Context: an optimization exercise on an open-source flow, tuned for small area, a short achievable clock period and few clock cycles. The choices shown serve that exercise and are no tape-out recipe.
Where RTL was checked, it was by simulation tests only, not by an equivalence proof against the original.
No activity file was given, so power comes from the tool's default toggle rates.

==> flow/design.v <==
package phi_copy_sequencer_pkg;
    localparam int unsigned DEF_ID_W = 16;
    localparam logic [DEF_ID_W-1:0] DEF_TEMP_ID = 16'hFFFF;
endpackage
module copy_ready_picker #(
    parameter int unsigned N = 8
) (
    input  logic [N-1:0]        req,
    input  logic [N-1:0][N-1:0] older,
    output logic [N-1:0]        gnt,
    output logic                any
);
    always_comb begin
        for (int s = 0; s < int'(N); s++)
            gnt[s] = req[s] && !(|(req & older[s]));
        any = |req;
    end
endmodule
module phi_copy_sequencer
#(
    parameter int unsigned     ID_W       = phi_copy_sequencer_pkg::DEF_ID_W,
    parameter int unsigned     MAX_COPIES = 8,
    parameter logic [ID_W-1:0] TEMP_ID    = ID_W'(phi_copy_sequencer_pkg::DEF_TEMP_ID)
) (
    input  logic            clk,
    input  logic            rst,
    input  logic            in_valid,
    output logic            in_ready,
    input  logic [ID_W-1:0] in_dest,
    input  logic [ID_W-1:0] in_src,
    input  logic            in_last,
    output logic            out_valid,
    input  logic            out_ready,
    output logic [ID_W-1:0] out_dest,
    output logic [ID_W-1:0] out_src,
    output logic            out_last,
    output logic            out_nop,
    output logic            err_overflow,
    output logic            err_dup
);
    localparam int unsigned S    = MAX_COPIES;           
    localparam int unsigned TW   = 2;                    
    localparam int unsigned NCTX = 1 << TW;
    localparam int unsigned CW   = $clog2(MAX_COPIES + 1);
    logic            r_v, r_last;
    logic [TW-1:0]   r_tag;
    logic [ID_W-1:0] r_dest, r_src;
    logic [S-1:0]    r_slot;
    logic [S-1:0]    alloc;       
    logic [S-1:0]    r_dd;        
    logic            r_dd_fw;     
    logic [S-1:0]    r_fw;        
    logic            r_self;      
    logic            in_blk;      
    logic [S-1:0]                 v;         
    logic [S-1:0]                 em;        
    logic [S-1:0]                 sv;        
    logic [S-1:0]                 tmp;       
    logic [S-1:0][TW-1:0]         tg;        
    logic [S-1:0][ID_W-1:0]       dest, src;
    logic [S-1:0][S-1:0]          rd;        
    logic [S-1:0][S-1:0]          yng;       
    logic [S-1:0]                 busy;      
    logic [TW-1:0]                in_tag;    
    logic [TW-1:0]                e_tag;     
    logic [TW-1:0]                e_nx;      
    logic [NCTX-1:0]              done;      
    logic [S-1:0]                 ccnt;      
    logic [NCTX-1:0]              f_ovf, f_dup;
    logic            p_v, p_save, p_last, p_nop, p_ovf, p_dup;
    logic [S-1:0]    p_sel;
    logic [S-1:0] p_hold, freev, free_nxt, alloc_nxt;
    logic         acc, rel;
    assign in_ready  = !in_blk;
    assign acc       = in_valid && in_ready;
    assign rel       = adv_o && p_v && !p_save && !p_nop;
    assign p_hold    = (p_v && !p_save && !p_nop) ? p_sel : '0;
    assign freev     = ~v & ~(r_v ? r_slot : '0) & ~p_hold;
    assign free_nxt  = (freev & ~(acc ? alloc : '0)) | (rel ? p_hold : '0) | ((r_v && !ins) ? r_slot : '0);
    assign alloc_nxt = free_nxt & (~free_nxt + S'(1));
    logic [S-1:0] same_c, eq_dd, eq_sd, eq_ds, dupm;
    logic         self_cp, dup_hit, full, ins, dupw, ovf_set;
    always_comb begin
        for (int s = 0; s < int'(S); s++) begin
            same_c[s] = v[s] && (tg[s] == r_tag);
            eq_dd[s]  = r_fw[s] ? r_dd_fw : r_dd[s];
            eq_sd[s]  = (src[s]  == r_dest);
            eq_ds[s]  = (dest[s] == r_src);
        end
        dupm    = same_c & eq_dd;
        dup_hit = |dupm;
        self_cp = r_self;
        full    = ccnt[MAX_COPIES-1];
        ins     = r_v && !self_cp && !dup_hit && !full;
        dupw    = r_v && !self_cp && dup_hit;
        ovf_set = r_v && !self_cp && !dup_hit && full;
    end
    logic [S-1:0]        blocked, ready, sel_r, sel_v, em_nxt, tg_nx;
    logic [S-1:0][S-1:0] older;
    logic                any_r, any_v, act, is_nop, is_last, adv_o, adv_e;
    logic                fire, mv, sav, fin;
    always_comb begin
        for (int s = 0; s < int'(S); s++) begin
            blocked[s] = !sv[s] && |(rd[s] & em & ~(S'(1) << s));
            for (int r = 0; r < int'(S); r++)
                older[s][r] = (r < s) ? yng[r][s] : (r > s) ? !yng[s][r] : 1'b0;
        end
        ready = em & ~blocked;
    end
    copy_ready_picker #(.N(S)) u_pick_r (.req(ready), .older(older), .gnt(sel_r), .any(any_r));
    copy_ready_picker #(.N(S)) u_pick_v (.req(em),    .older(older), .gnt(sel_v), .any(any_v));
    assign act     = done[e_tag];
    logic em_two, em_pre;
    always_comb begin
        em_two = 1'b0;
        em_pre = em[0];
        for (int s = 1; s < int'(S); s++) begin
            em_two |= em[s] && em_pre;
            em_pre |= em[s];
        end
    end
    assign is_nop  = !(|em);
    assign is_last = !em_two;
    assign adv_o   = !out_valid || out_ready;
    assign adv_e   = !p_v || adv_o;
    assign fire    = act && adv_e;
    assign mv      = fire && !is_nop && any_r;
    assign sav     = fire && !is_nop && !any_r;
    assign fin     = fire && (is_nop || (any_r && is_last));
    always_comb begin
        for (int s = 0; s < int'(S); s++) begin
            tg_nx[s]  = (tg[s] == e_nx);
            em_nxt[s] = fin ? ((v[s] && tg_nx[s]) || (ins && r_slot[s] && r_tag == e_nx))
                            : ((em[s] && !(fire && sel_r[s])) || (ins && r_slot[s] && r_tag == e_tag));
        end
    end
    logic [TW-1:0]   in_tag_nxt;
    logic [NCTX-1:0] done_nxt;
    logic [S-1:0]    busy_nxt;
    logic            room;
    assign in_tag_nxt = (acc && in_last) ? in_tag + TW'(1) : in_tag;
    always_comb begin
        for (int k = 0; k < int'(NCTX); k++)
            done_nxt[k] = (done[k] || (r_v && r_last && r_tag == TW'(k))) && !(fin && e_tag == TW'(k));
        if (ins && !rel)      busy_nxt = {busy[S-2:0], 1'b1};
        else if (rel && !ins) busy_nxt = {1'b0, busy[S-1:1]};
        else                  busy_nxt = busy;
        case ({ins, acc, rel})
            3'b110:                room = !busy[S-3];
            3'b100, 3'b010, 3'b111: room = !busy[S-2];
            3'b000, 3'b101, 3'b011: room = !busy[S-1];
            default:               room = 1'b1;
        endcase
    end
    always_ff @(posedge clk) begin
        for (int s = 0; s < int'(S); s++) r_dd[s] <= (dest[s] == in_dest);
        r_dd_fw <= (r_dest == in_dest);
        r_fw    <= r_slot;
        r_self  <= (in_dest == in_src);
        r_dest <= in_dest;
        r_src  <= in_src;
        r_last <= in_last;
        r_tag  <= in_tag;
        r_slot <= alloc;
    end
    always_ff @(posedge clk or posedge rst) begin
        if (rst) alloc <= S'(1);
        else     alloc <= alloc_nxt;
    end
    always_ff @(posedge clk or posedge rst) begin
        if (rst) begin
            r_v      <= 1'b0;
            in_tag   <= '0;
            in_blk   <= 1'b0;
            busy     <= '0;
        end else begin
            r_v      <= acc;
            in_tag   <= in_tag_nxt;
            busy     <= busy_nxt;
            in_blk   <= done[in_tag_nxt] ||
                        !(room || (ccnt[MAX_COPIES-1] && !(r_v && r_last) && !(acc && in_last)));
        end
    end
    function automatic logic [S-1:0] rd_col(input int j);
        for (int i = 0; i < int'(S); i++) rd_col[i] = (i != j) && rd[i][j];
    endfunction
    always_ff @(posedge clk or posedge rst) begin
        if (rst) begin
            v  <= '0;
            em <= '0;
        end else begin
            v  <= (v & ~(fire ? sel_r : '0)) | (ins ? r_slot : '0);
            em <= em_nxt;
        end
    end
    always_ff @(posedge clk) begin
        for (int s = 0; s < int'(S); s++) begin
            if (r_slot[s]) begin
                tg[s]   <= r_tag;
                dest[s] <= r_dest;
                sv[s]   <= 1'b0;
                tmp[s]  <= 1'b0;
            end else if (sav) begin
                if (sel_v[s]) sv[s] <= 1'b1;
                if (|(sel_v & rd_col(s)) && v[s]) tmp[s] <= 1'b1;
            end
            if (r_slot[s] || (dupw && dupm[s])) src[s] <= r_src;
            for (int j = 0; j < int'(S); j++) begin
                if (j != s) begin
                    if (r_slot[j] || (dupw && dupm[j])) rd[s][j] <= eq_ds[s] && same_c[s];
                    else if (r_slot[s])                 rd[s][j] <= eq_sd[j] && same_c[j];
                    if (j > s) begin
                        if (r_slot[j])      yng[s][j] <= 1'b1;
                        else if (r_slot[s]) yng[s][j] <= 1'b0;
                    end
                end
            end
        end
    end
    always_ff @(posedge clk or posedge rst) begin
        if (rst) begin
            done  <= '0;
            ccnt  <= '0;
            f_ovf <= '0;
            f_dup <= '0;
            e_tag <= '0;
            e_nx  <= TW'(1);
        end else begin
            done <= done_nxt;
            for (int k = 0; k < int'(NCTX); k++) begin
                if (fin && e_tag == TW'(k)) begin
                    f_ovf[k] <= 1'b0;
                    f_dup[k] <= 1'b0;
                end else begin
                    if (ovf_set && r_tag == TW'(k)) f_ovf[k] <= 1'b1;
                    if (dupw    && r_tag == TW'(k)) f_dup[k] <= 1'b1;
                end
            end
            if (fin) begin
                e_tag <= e_nx;
                e_nx  <= e_nx + TW'(1);
            end
            if (r_v && r_last) ccnt <= '0;
            else if (ins)      ccnt <= {ccnt[S-2:0], 1'b1};
        end
    end
    always_ff @(posedge clk or posedge rst) begin
        if (rst) p_v <= 1'b0;
        else if (adv_e) p_v <= act;
    end
    always_ff @(posedge clk) begin
        if (adv_e) begin
            p_sel  <= is_nop ? '0 : (any_r ? sel_r : sel_v);
            p_save <= !is_nop && !any_r;
            p_last <= is_nop || (any_r && is_last);
            p_nop  <= is_nop;
            p_ovf  <= f_ovf[e_tag];
            p_dup  <= f_dup[e_tag];
        end
    end
    logic [ID_W-1:0] d_mux, s_mux;
    logic            t_mux;
    always_comb begin
        d_mux = '0;
        s_mux = '0;
        t_mux = 1'b0;
        for (int s = 0; s < int'(S); s++) begin
            d_mux |= p_sel[s] ? dest[s] : '0;
            s_mux |= p_sel[s] ? src[s]  : '0;
            t_mux |= p_sel[s] & tmp[s];
        end
    end
    always_ff @(posedge clk or posedge rst) begin
        if (rst) out_valid <= 1'b0;
        else if (adv_o) out_valid <= p_v;
    end
    always_ff @(posedge clk) begin
        if (adv_o) begin
            out_dest     <= p_save ? TEMP_ID : d_mux;
            out_src      <= p_save ? d_mux : (t_mux ? TEMP_ID : s_mux);
            out_last     <= p_last;
            out_nop      <= p_nop;
            err_overflow <= p_ovf;
            err_dup      <= p_dup;
        end
    end
endmodule
Settings: LEC_CHECK=0, CAP_MARGIN=20, CORE_MARGIN=2, CORE_UTILIZATION=30, SETUP_SLACK_MARGIN=4.4, SLEW_MARGIN=20, TNS_END_PERCENT=5; clock period 7.0 ns.
standard.sh (not shown) runs the stock make flow with config.mk's settings and CLKGATE_MAP_FILE= SYNTH_SCRIPT=/design/flow/synth_recipe.tcl, a recipe that flattens the netlist after the stock synthesis.
==> flow/flow/run.sh <==
#!/bin/bash
# The standard layout, with faster port buffers (buf_4 instead of the
# default delay-buffer pick) and gate sizing not tied to the cell footprint.
# make's full output goes to standard.log; ORFS keeps each step's log under orfs/logs.
set -o pipefail
bash standard.sh MATCH_CELL_FOOTPRINT=0 "BUFFER_PORTS_ARGS=-buffer_cell sky130_fd_sc_hd__buf_4" finish > standard.log 2>&1
The baseline finished clean.
Testbench counts at the start, summed over its fixed seeds: cycles 39,532.
Then changed:
--- a/flow/design.v
+++ b/flow/design.v
@@ -46,12 +46,17 @@
     logic [TW-1:0]   r_tag;
     logic [ID_W-1:0] r_dest, r_src;
     logic [S-1:0]    r_slot;
     logic [S-1:0]    alloc;       
     logic [S-1:0]    r_dd;        
+    logic [S-1:0]    r_sd;        
+    logic [S-1:0]    r_ds;        
     logic            r_dd_fw;     
+    logic            r_sd_fw;     
+    logic            r_ds_fw;     
     logic [S-1:0]    r_fw;        
+    logic [S-1:0]    r_dw;        
     logic            r_self;      
     logic            in_blk;      
     logic [S-1:0]                 v;         
     logic [S-1:0]                 em;        
     logic [S-1:0]                 sv;        
@@ -67,27 +72,34 @@
     logic [NCTX-1:0]              done;      
     logic [S-1:0]                 ccnt;      
     logic [NCTX-1:0]              f_ovf, f_dup;
     logic            p_v, p_save, p_last, p_nop, p_ovf, p_dup;
     logic [S-1:0]    p_sel;
-    logic [S-1:0] p_hold, freev, free_nxt, alloc_nxt;
+    logic [S-1:0] p_hold, freev, free_rest, lo_all, lo_rest, alloc_nxt;
     logic         acc, rel;
     assign in_ready  = !in_blk;
     assign acc       = in_valid && in_ready;
     assign rel       = adv_o && p_v && !p_save && !p_nop;
     assign p_hold    = (p_v && !p_save && !p_nop) ? p_sel : '0;
     assign freev     = ~v & ~(r_v ? r_slot : '0) & ~p_hold;
-    assign free_nxt  = (freev & ~(acc ? alloc : '0)) | (rel ? p_hold : '0) | ((r_v && !ins) ? r_slot : '0);
-    assign alloc_nxt = free_nxt & (~free_nxt + S'(1));
+    assign free_rest = freev & ~alloc;
+    assign lo_all    = freev & (~freev + S'(1));
+    assign lo_rest   = free_rest & (~free_rest + S'(1));
+    always_comb begin
+        if (acc ? |free_rest : |freev) alloc_nxt = acc ? lo_rest : lo_all;
+        else if (rel)                  alloc_nxt = p_hold;
+        else if (r_v && !ins)          alloc_nxt = r_slot;
+        else                           alloc_nxt = '0;
+    end
     logic [S-1:0] same_c, eq_dd, eq_sd, eq_ds, dupm;
     logic         self_cp, dup_hit, full, ins, dupw, ovf_set;
     always_comb begin
         for (int s = 0; s < int'(S); s++) begin
             same_c[s] = v[s] && (tg[s] == r_tag);
             eq_dd[s]  = r_fw[s] ? r_dd_fw : r_dd[s];
-            eq_sd[s]  = (src[s]  == r_dest);
-            eq_ds[s]  = (dest[s] == r_src);
+            eq_sd[s]  = (r_fw[s] || r_dw[s]) ? r_sd_fw : r_sd[s];
+            eq_ds[s]  = r_fw[s] ? r_ds_fw : r_ds[s];
         end
         dupm    = same_c & eq_dd;
         dup_hit = |dupm;
         self_cp = r_self;
         full    = ccnt[MAX_COPIES-1];
@@ -151,13 +163,20 @@
             3'b000, 3'b101, 3'b011: room = !busy[S-1];
             default:               room = 1'b1;
         endcase
     end
     always_ff @(posedge clk) begin
-        for (int s = 0; s < int'(S); s++) r_dd[s] <= (dest[s] == in_dest);
+        for (int s = 0; s < int'(S); s++) begin
+            r_dd[s] <= (dest[s] == in_dest);
+            r_sd[s] <= (src[s]  == in_dest);
+            r_ds[s] <= (dest[s] == in_src);
+        end
         r_dd_fw <= (r_dest == in_dest);
+        r_sd_fw <= (r_src  == in_dest);
+        r_ds_fw <= (r_dest == in_src);
         r_fw    <= r_slot;
+        r_dw    <= dupw ? dupm : '0;
         r_self  <= (in_dest == in_src);
         r_dest <= in_dest;
         r_src  <= in_src;
         r_last <= in_last;
         r_tag  <= in_tag;
Total power is higher by 6.9%.
Non-clock buffer count is lower by 28.
Via count is higher by 3.8%.
Clock-buffer cell count is higher by 7.
Routed wire length is lower by 1.5%.
Final cell count is higher by 5.5%.
Global-route usage is lower by 1.5 points.
Synthesized area is higher by 6.1%.
Register-to-register slack degrades by 0.08 ns.
For the second run of this note, only the layout was checked, not whether the RTL still works.

separate check: timing with driven ports:
The flow's constraints put no driver on any port. The routed layouts listed below were extracted and timed again, unchanged, in two steps. Step 1 (the two cells are an assumption about what drives the block):
set clk [get_ports {clk}]
set_driving_cell -lib_cell sky130_fd_sc_hd__clkbuf_16 $clk
set_driving_cell -lib_cell sky130_fd_sc_hd__buf_2 [delete_from_list [all_inputs] $clk]
Step 2 adds t to the input delays and takes it off the output delays; t is the mean of the earliest and latest rising clock arrival at the registers after step 1. Input paths then give back, and output paths get back, about the clock's delay inside the block. a / b / c = ideal ports / drivers / drivers and shift; a / b = the first two.
run | t, ns | setup slack, ns | worst setup path at the end | worst register clock-pin slew, ns
the first run | 0.704 | 4.262 / 4.262 / 3.732 | input to register | 0.07 / 0.07
the second run | 0.699 | 4.183 / 4.183 / 3.697 | input to register | 0.07 / 0.07
After both steps setup and hold are still met in every run listed. For the first run, which loses most, drivers alone change the setup slack by 0.000 ns; drivers and shift together by -0.530 ns.
